What follows belongs to an exercise in optimizing a design on an open flow for small area and few clock cycles; a production flow would make more cautious choices.
RTL that was checked went through simulation tests only; none was proved equivalent to the original.
Power figures rest on the tool's default switching activity, not on a simulated workload.

== lane 1 ==
## uvc_frame_reader
module uvc_frame_reader (
    input  logic                        axi_clk,
    input  logic                        rst_n,
    input  axi_read_pkg::axi_addr_t     frame_buffer_addr_i,
    output logic                        next_frame_buffer_request_o,
    output axi_read_pkg::axi_addr_t     araddr_o,
    output axi_read_pkg::axi_len_t      arlen_o,
    output axi_read_pkg::axi_size_e     arsize_o,
    output axi_read_pkg::axi_burst_e    arburst_o,
    output logic                        arvalid_o,
    input  logic                        arready_i,
    input  axi_read_pkg::axi_data_t     rdata_i,
    input  logic                        rvalid_i,
    output logic                        rready_o,
    input  logic                        vf_sof_i,
    input  logic                        uvc_ready_i,
    output logic                        vf_valid_o,
    output video_stream_pkg::vid_byte_t vf_byte_o
);
For scale: about 620 cells after synthesis, ~160 I/O pins, about 11,000 µm² of cells after synthesis.
export LEC_CHECK = 0
export CAP_MARGIN = 20
export CORE_MARGIN = 2
export CORE_UTILIZATION = 40
export SLEW_MARGIN = 20
export SYNTH_HIERARCHICAL = 1
export SYNTH_MINIMUM_KEEP_SIZE = 0
create_clock -name core_clock -period 5.0 [get_ports {axi_clk}]
standard.sh (not shown) runs the stock make flow with config.mk's settings and CLKGATE_MAP_FILE= SYNTH_SCRIPT=/design/flow/synth_recipe.tcl, a recipe that flattens the netlist after the stock synthesis.
==> flow/flow/run.sh <==
#!/bin/bash
# layout flow: the standard flow, with the smallest buffer on the ports, a
# clock tree of fewer, smaller buffers without dummy loads, placement that
# does not keep its timing-driven buffering, and one tie cell per constant
export BUFFER_PORTS_ARGS="-buffer_cell sky130_fd_sc_hd__buf_1"
export CTS_ARGS="-sink_clustering_enable -repair_clock_nets -dont_use_dummy_load -buf_list sky130_fd_sc_hd__clkbuf_8 -sink_clustering_size 20 -sink_clustering_max_diameter 60"
export GPL_KEEP_OVERFLOW=0
export SKIP_REPAIR_TIE_FANOUT=1
bash standard.sh > standard.log 2>&1
No stage failed in lane 1, and the final checks on the layout all came back clean.
Testbench counts of lane 1, summed over its fixed seeds: cycles 19,354.
Input changes introduced in lane 2 (baseline for comparison: lane 1):
- GPL_TIMING_DRIVEN newly set to 0
- CORE_UTILIZATION changed from 40 to 60
==> flow/flow/run.sh <==
#!/bin/bash
# layout flow: the standard flow, with the smallest buffer on the ports and a
# clock tree of fewer, smaller buffers without dummy loads
export BUFFER_PORTS_ARGS="-buffer_cell sky130_fd_sc_hd__buf_1"
export CTS_ARGS="-sink_clustering_enable -repair_clock_nets -dont_use_dummy_load -buf_list sky130_fd_sc_hd__clkbuf_8 -sink_clustering_size 16 -sink_clustering_max_diameter 50"
bash standard.sh > standard.log 2>&1
--- outcome ---
Lane 1 and lane 2 ended up with nearly the same power in sequential cells. Number of buffers outside the clock class in the layout, lane 1 and lane 2, lower one = lane 1. Lane 2 has less setup slack than lane 1. Die area: lane 2 vs lane 1 down 33%. Lane 2: sequential cell area share is 1.7 points lower than what lane 1 reported. Diff lane 1 -> lane 2 | average via count per standard cell | increase of 0.42. In the metrics for lane 1 and lane 2, the one carrying the higher layout overhead on the synthesized area is lane 2. Lane 2 vs lane 1: ratio of final minimum period to clock period up in lane 2. Compared with lane 1, lane 2 shows a delay contributed by the slowest stage of the critical path that is 0.06 ns lower. Y dimension of the die ends up higher on lane 1.
> inputs changed (lane 2 -> lane 3)
- clearing GPL_TIMING_DRIVEN, which used to be 0
==> flow/flow/run.sh <==
#!/bin/bash
# layout flow: the standard flow, with the smallest buffer on the ports, a
# clock tree of fewer, smaller buffers without dummy loads, placement that
# does not keep its timing-driven buffering, and one tie cell per constant
export BUFFER_PORTS_ARGS="-buffer_cell sky130_fd_sc_hd__buf_1"
export CTS_ARGS="-sink_clustering_enable -repair_clock_nets -dont_use_dummy_load -buf_list sky130_fd_sc_hd__clkbuf_8 -sink_clustering_size 20 -sink_clustering_max_diameter 60"
export GPL_KEEP_OVERFLOW=0
export SKIP_REPAIR_TIE_FANOUT=1
bash standard.sh > standard.log 2>&1
### Flow results
Higher area growth from synthesis to layout among lane 2 and lane 3: lane 2. On synthesized-area fraction occupied by ao, oa, aoi and oai cells, lane 2 and lane 3 are basically level. Diff lane 2 -> lane 3: first-pass GRT wire length stayed essentially flat, total power of the final layout lost about 3%, count of fill cells added during filler insertion saw a decrease.
The inputs of lane 4 differ from those of lane 3 as listed below.
- swapping 20 for 0 in CAP_MARGIN
- swapping 60 for 40 in CORE_UTILIZATION
- swapping 20 for 0 in SLEW_MARGIN
### Flow results
Compared to lane 3, lane 4 has post-route minimum period 0.051 ns higher. Relative to lane 3, the final cell area reported for lane 4 is higher. Status: final-stage net count parity (lane 3, lane 4). Between lane 4 and lane 3, it is lane 4 whose average via count per standard cell is lower, by about 10%. Between lane 3 and lane 4, the clock network power share is lower for lane 3. The higher proportion of cell area occupied by multi-input gates came out of lane 3. Summary: with lane 3 as the reference, total met2 wirelength after detailed routing in lane 4 moved up slightly.
#### Input delta (lane 5 over lane 4)
- changing CAP_MARGIN from 0 to 20
- changing SLEW_MARGIN from 0 to 20
-- flow/flow/run.sh --
<<< lane 4, line 6
export CTS_ARGS="-sink_clustering_enable -repair_clock_nets -dont_use_dummy_load -buf_list sky130_fd_sc_hd__clkbuf_8 -sink_clustering_size 20 -sink_clustering_max_diameter 60"
>>> lane 5, line 6
export CTS_ARGS="-sink_clustering_enable -repair_clock_nets -dont_use_dummy_load -buf_list sky130_fd_sc_hd__clkbuf_8 -sink_clustering_size 16 -sink_clustering_max_diameter 50"
Findings:
- In the flow results for lane 4 and lane 5, the area share of buffers outside the clock network is larger on lane 5.
- Lane 5 against lane 4: first-iteration DRC count higher, switching power -about 0.3%.

---

Another version of the RTL of uvc_frame_reader (not shown whole).
Size: ~1100 cells after synthesis, ~280 flip-flops, ~160 I/O pins, about 12000 um^2 of cells after synthesis.
clock: 5.0 ns
lec_check: 0
abc_area: 1
cap_margin: 20
core_margin: 2
core_utilization: 40
slew_margin: 20
run.sh (not shown) runs the stock make flow with config.mk's settings and CLKGATE_MAP_FILE= SYNTH_SCRIPT=/design/flow/synth_recipe.tcl, a recipe that flattens the netlist after the stock synthesis.
Stock flow here: none of the scripts above is used.
Edit:
Settings changed: CTS_BUF_LIST set to sky130_fd_sc_hd__clkbuf_4, CTS_CLUSTER_SIZE set to 30.
The new run produced a clean layout.
Global-route usage rises by 0.49 points.
Core utilization falls by 0.23 points.
Clock-buffer cell count goes up by 70.
Sequential share of layout area climbs by 0.26 points.
Power fell by 3.3%.
Critical path depth stays the same.
Edit:
Settings changed: ABC_AREA 1 to unset, CTS_BUF_LIST sky130_fd_sc_hd__clkbuf_4 to unset, CTS_CLUSTER_SIZE 30 to unset.
The new run completed without violations.
Routed wire length came out lower by 14%.
Die area falls by 2.9%.
First-iteration DRC count came out lower by 20%.
Fmax decreases by 5.1%.
Area after synthesis fell by 2.9%.
Worst hold slack gets better by 250 ps.
Critical path depth went down by 5.
Synthesized cell count shrinks by 35%.
Total power climbs by 2.4%.
Function was not checked in any run of this note: the RTL went through the layout flow alone.

---

Another version of the RTL of uvc_frame_reader (not shown whole).
For scale: about 690 cells after synthesis.
==> flow/config.mk <==
export PLATFORM = sky130hd
export DESIGN_NAME = uvc_frame_reader
export DESIGN_NICKNAME = uvc_frame_reader
export VERILOG_FILES = /design/flow/design.v
export SDC_FILE = /design/flow/constraint.sdc
export NUM_CORES = 4
export LEC_CHECK = 0
export CAP_MARGIN = 20
export CORE_MARGIN = 2
export CORE_UTILIZATION = 40
export SLEW_MARGIN = 20
==> flow/constraint.sdc <==
create_clock -name core_clock -period 5.0 [get_ports {axi_clk}]
set_input_delay 1.0000 -clock core_clock [delete_from_list [all_inputs] [get_ports {axi_clk}]]
set_output_delay 1.0000 -clock core_clock [all_outputs]
set_load 0.01 [all_outputs]
standard.sh (not shown) runs the stock make flow with config.mk's settings and CLKGATE_MAP_FILE= SYNTH_SCRIPT=/design/flow/synth_recipe.tcl, a recipe that flattens the netlist after the stock synthesis.
==> flow/flow/run.sh <==
#!/bin/bash
# layout flow: the standard flow with the smallest buffer on the ports
export BUFFER_PORTS_ARGS="-buffer_cell sky130_fd_sc_hd__buf_1"
export CTS_ARGS="-sink_clustering_enable -repair_clock_nets -dont_use_dummy_load -buf_list sky130_fd_sc_hd__clkbuf_4 -sink_clustering_size 12 -sink_clustering_max_diameter 50"
bash standard.sh > standard.log 2>&1
The baseline produced a clean layout.
Testbench counts at the start, summed over its fixed seeds: cycles 19,354.
Then changed:
==> flow/run.sh (new file) <==
#!/bin/bash
# synth_recipe.tcl (not shown) runs the flow's synth.tcl, then flattens the netlist and writes it again
# the make line also repeats each setting of config.mk as NAME=value (left out here)
make -C /OpenROAD-flow-scripts/flow DESIGN_CONFIG=/design/flow/config.mk WORK_HOME=/design/flow/orfs CLKGATE_MAP_FILE= SYNTH_SCRIPT=/design/flow/synth_recipe.tcl finish
removed: flow/flow/run.sh
removed: flow/standard.sh
Power is higher by about 27%.
Routed wire length grows by 7.1%.
Setup slack loses 0.35 ns.
Synthesized area is unchanged.
Core utilization is higher by 5.5 points.
Global-route usage goes up by 1.1 points.
Final area rose by 13%.
Then changed:
==> flow/flow/run.sh (new file) <==
#!/bin/bash
# layout flow: the standard flow with the smallest buffer on the ports
export BUFFER_PORTS_ARGS="-buffer_cell sky130_fd_sc_hd__buf_1"
bash standard.sh > standard.log 2>&1
==> flow/standard.sh (new file) <==
#!/bin/bash
# synth_recipe.tcl (not shown) runs the flow's synth.tcl, then flattens the netlist and writes it again
# the make line also repeats each setting of config.mk as NAME=value (left out here)
make -C /OpenROAD-flow-scripts/flow DESIGN_CONFIG=/design/flow/config.mk WORK_HOME=/design/flow/orfs CLKGATE_MAP_FILE= SYNTH_SCRIPT=/design/flow/synth_recipe.tcl "${@:-finish}"
removed: flow/run.sh
- design area goes down by 6.4%
- routed wire length drops by 5.3%
- total power fell by 5.1%
- synthesized cell count does not change
- die area does not change
- first-iteration DRC count went up by about 3.7%
- fmax climbs by 11%
- via count shrinks by about 2.3%
- clock-buffer cell count stays the same
- utilization drops by 3.1 points
Then changed:
--- a/flow/flow/run.sh
+++ b/flow/flow/run.sh
@@ -3,2 +3,3 @@
 export BUFFER_PORTS_ARGS="-buffer_cell sky130_fd_sc_hd__buf_1"
+export CTS_ARGS="-sink_clustering_enable -repair_clock_nets -dont_use_dummy_load -buf_list sky130_fd_sc_hd__clkbuf_8 -sink_clustering_size 20 -sink_clustering_max_diameter 60"
 bash standard.sh > standard.log 2>&1
After rerunning: The new run went through all stages and came out clean. Via count came out lower slightly. Core utilization went down by 2.1 points. Wire length goes down slightly. Combinational power stays flat. Non-clock buffer count is unchanged. Synthesized cell count stays the same. Maximum frequency increases slightly. Worst setup slack improved by 0.058 ns. Hold slack degrades by 0.0046 ns. Clock-buffer cell count is lower by 14.

---

The RTL this note starts from:
==> flow/design.v <==
`timescale 1ns/1ps
package axi_read_pkg;
    typedef logic [31:0] axi_addr_t;     
    typedef logic [63:0] axi_data_t;     
    typedef logic [7:0]  axi_len_t;      
    typedef enum logic [2:0] {
        SIZE_1B, SIZE_2B, SIZE_4B, SIZE_8B,
        SIZE_16B, SIZE_32B, SIZE_64B, SIZE_128B
    } axi_size_e;
    typedef enum logic [1:0] {FIXED = 2'd0, INCR = 2'd1, WRAP = 2'd2} axi_burst_e;
    typedef enum logic [2:0] {
        IDLE, LINE_ADDR, LINE_BURST, WAIT_ROOM, FRAME_REQ, FRAME_UPDATE, RESYNC
    } fetch_state_e;
endpackage
`timescale 1ns/1ps
package video_stream_pkg;
    typedef logic [7:0] vid_byte_t;
    typedef struct packed {
        logic        sof;    
        logic [63:0] data;
    } tagged_beat_t;
    typedef logic [$clog2(16 + 1) - 1:0] fifo_level_t;
endpackage
`timescale 1ns/1ps
module uvc_frame_reader (
    input  logic                        axi_clk,
    input  logic                        rst_n,
    input  axi_read_pkg::axi_addr_t     frame_buffer_addr_i,
    output logic                        next_frame_buffer_request_o,
    output axi_read_pkg::axi_addr_t     araddr_o,
    output axi_read_pkg::axi_len_t      arlen_o,
    output axi_read_pkg::axi_size_e     arsize_o,
    output axi_read_pkg::axi_burst_e    arburst_o,
    output logic                        arvalid_o,
    input  logic                        arready_i,
    input  axi_read_pkg::axi_data_t     rdata_i,
    input  logic                        rvalid_i,
    output logic                        rready_o,
    input  logic                        vf_sof_i,
    input  logic                        uvc_ready_i,
    output logic                        vf_valid_o,
    output video_stream_pkg::vid_byte_t vf_byte_o
);
    localparam int BEATS = (16 / 4);    
    logic [63:0] slot_q [0:BEATS-1];
    logic [2:0]  wcnt_q;      
    logic [2:0]  rcnt_q;      
    logic [2:0]  idx_q;       
    logic [1:0]  line_q;      
    logic take, last_byte, mismatch, accept, raise_now, bypass, frame_start;
    assign arlen_o   = axi_read_pkg::axi_len_t'(BEATS - 1);
    assign arsize_o  = axi_read_pkg::SIZE_8B;
    assign arburst_o = axi_read_pkg::INCR;
    assign rready_o  = 1'b1;
    assign araddr_o  = {frame_buffer_addr_i[31:11] +
                        (32 - 11)'(line_q),
                        frame_buffer_addr_i[11-1:0]};
    assign arvalid_o = raise_now;
    assign next_frame_buffer_request_o = (line_q == 2'd0) && (wcnt_q == 3'd0);
    assign bypass     = (rcnt_q == wcnt_q);
    assign vf_valid_o = !rcnt_q[2] && (!bypass || rvalid_i);
    assign vf_byte_o  = bypass ? rdata_i[7:0] : slot_q[rcnt_q[1:0]][idx_q*8 +: 8];
    assign frame_start = (line_q == 2'd1) && (rcnt_q[1:0] == 2'd0) && (idx_q == 3'd0);
    assign take      = vf_valid_o && uvc_ready_i;
    assign last_byte = (idx_q == 3'd7);
    assign mismatch  = take && vf_sof_i && !frame_start;
    assign accept    = arvalid_o && arready_i;
    assign raise_now = wcnt_q[2] &&
                       (rcnt_q[2] ||
                        (rcnt_q[1:0] == 2'd3 && last_byte && take && !vf_sof_i));
    always_ff @(posedge axi_clk or negedge rst_n)
    begin
        if (!rst_n)
        begin
            wcnt_q    <= 3'd4;
            rcnt_q    <= 3'd4;
            idx_q     <= '0;
            line_q    <= '0;
        end
        else
        begin
            if (accept)
                wcnt_q <= '0;
            else if (rvalid_i)
                wcnt_q <= wcnt_q + 1'b1;
            if (mismatch)
            begin
                rcnt_q <= 3'd4;
                idx_q  <= '0;
                line_q <= '0;
            end
            else
            begin
                if (accept)
                    rcnt_q <= '0;
                else if (take && last_byte)
                    rcnt_q <= rcnt_q + 1'b1;
                if (take)
                    idx_q <= idx_q + 1'b1;
                if (accept)
                    line_q <= line_q + 1'b1;
            end
        end
    end
    always_ff @(posedge axi_clk)
    begin
        if (rvalid_i)
            slot_q[wcnt_q[1:0]] <= rdata_i;
    end
endmodule
export LEC_CHECK = 0
export CAP_MARGIN = 20
export CORE_MARGIN = 2
export CORE_UTILIZATION = 40
export SLEW_MARGIN = 20
create_clock -name core_clock -period 5.0 [get_ports {axi_clk}]
==> flow/flow/run.sh <==
#!/bin/bash
# layout flow: the standard flow with the smallest buffer on the ports
export BUFFER_PORTS_ARGS="-buffer_cell sky130_fd_sc_hd__buf_1"
export CTS_ARGS="-sink_clustering_enable -repair_clock_nets -dont_use_dummy_load -buf_list sky130_fd_sc_hd__clkbuf_4 -sink_clustering_size 10 -sink_clustering_max_diameter 40"
bash standard.sh > standard.log 2>&1
Then changed:
==> flow/flow/run.sh (replaced) <==
#!/bin/bash
# layout flow: the standard flow with the smallest buffer on the ports
export BUFFER_PORTS_ARGS="-buffer_cell sky130_fd_sc_hd__buf_1"
export CTS_ARGS="-sink_clustering_enable -repair_clock_nets -dont_use_dummy_load -buf_list sky130_fd_sc_hd__clkbuf_8 -sink_clustering_size 20 -sink_clustering_max_diameter 60"
bash standard.sh > standard.log 2>&1
=> The new run finished clean; maximum frequency rose by about 2.2%; via count fell by 2.1%; worst setup slack improves by 0.094 ns; sequential share of layout area rose by 0.13 points; power fell by 0.53%; sequential power hardly moves.
No functional check of the RTL was part of any run of this note.

[afterwards: timing with drivers on the ports]
The results above use ideal ports. As a check the final layouts listed here were re-extracted and re-timed, cells and wires unchanged. Step 1 (the two cells are an assumption about what drives the block):
set clk [get_ports {axi_clk}]
set_driving_cell -lib_cell sky130_fd_sc_hd__clkbuf_16 $clk
set_driving_cell -lib_cell sky130_fd_sc_hd__buf_2 [delete_from_list [all_inputs] $clk]
Step 2 times the ports against the registers' clock, not the clock port: input delays grow and output delays shrink by t, the midpoint of the rising clock arrivals with the driver on. a / b / c = no drivers / after step 1 / after step 2; a / b = the first two.
| run | t (ns) | setup WS [ns] | clock arrival spread, ns | slew at the worst register clock pin (ns) | worst slew at a driven data input, ns |
|---|---|---|---|---|---|
| lane 1 | 0.560 | 0.361 / 0.322 / 0.882 | 0.067 / 0.067 | 0.11 / 0.11 | 0.07 |
| lane 2 | 0.560 | 0.251 / 0.216 / 0.776 | 0.038 / 0.038 | 0.10 / 0.10 | 0.06 |
| lane 3 | 0.556 | 0.317 / 0.275 / 0.831 | 0.043 / 0.042 | 0.12 / 0.12 | 0.07 |
| lane 4 | 0.575 | 0.266 / 0.226 / 0.801 | 0.093 / 0.092 | 0.12 / 0.12 | 0.07 |
| lane 5 | 0.572 | 0.297 / 0.256 / 0.828 | 0.073 / 0.073 | 0.10 / 0.10 | 0.07 |
| the first run of note 2 | 0.585 | 0.421 / 0.397 / 0.397 | 0.018 / 0.018 | 0.06 / 0.06 | 0.07 |
| the second run of note 2 | 0.681 | 0.423 / 0.399 / 0.399 | 0.042 / 0.042 | 0.08 / 0.08 | 0.07 |
| the third run of note 2 | 0.587 | 0.178 / 0.134 / 0.187 | 0.009 / 0.010 | 0.07 / 0.07 | 0.09 |
| the first run of note 3 | 0.701 | 0.658 / 0.616 / 1.060 | 0.067 / 0.067 | 0.12 / 0.12 | 0.07 |
| the second run of note 3 | 0.584 | 0.307 / 0.284 / 0.284 | 0.014 / 0.014 | 0.06 / 0.06 | 0.09 |
| the third run of note 3 | 0.571 | 0.774 / 0.728 / 1.060 | 0.027 / 0.027 | 0.06 / 0.06 | 0.08 |
| the fourth run of note 3 | 0.566 | 0.831 / 0.787 / 1.061 | 0.040 / 0.039 | 0.11 / 0.11 | 0.08 |
| the first run of note 4 | 0.637 | 0.648 / 0.609 / 1.125 | 0.055 / 0.055 | 0.11 / 0.11 | 0.10 |
| the second run of note 4 | 0.559 | 0.742 / 0.701 / 1.125 | 0.032 / 0.032 | 0.11 / 0.11 | 0.09 |
After both steps setup and hold are still met in every run listed.
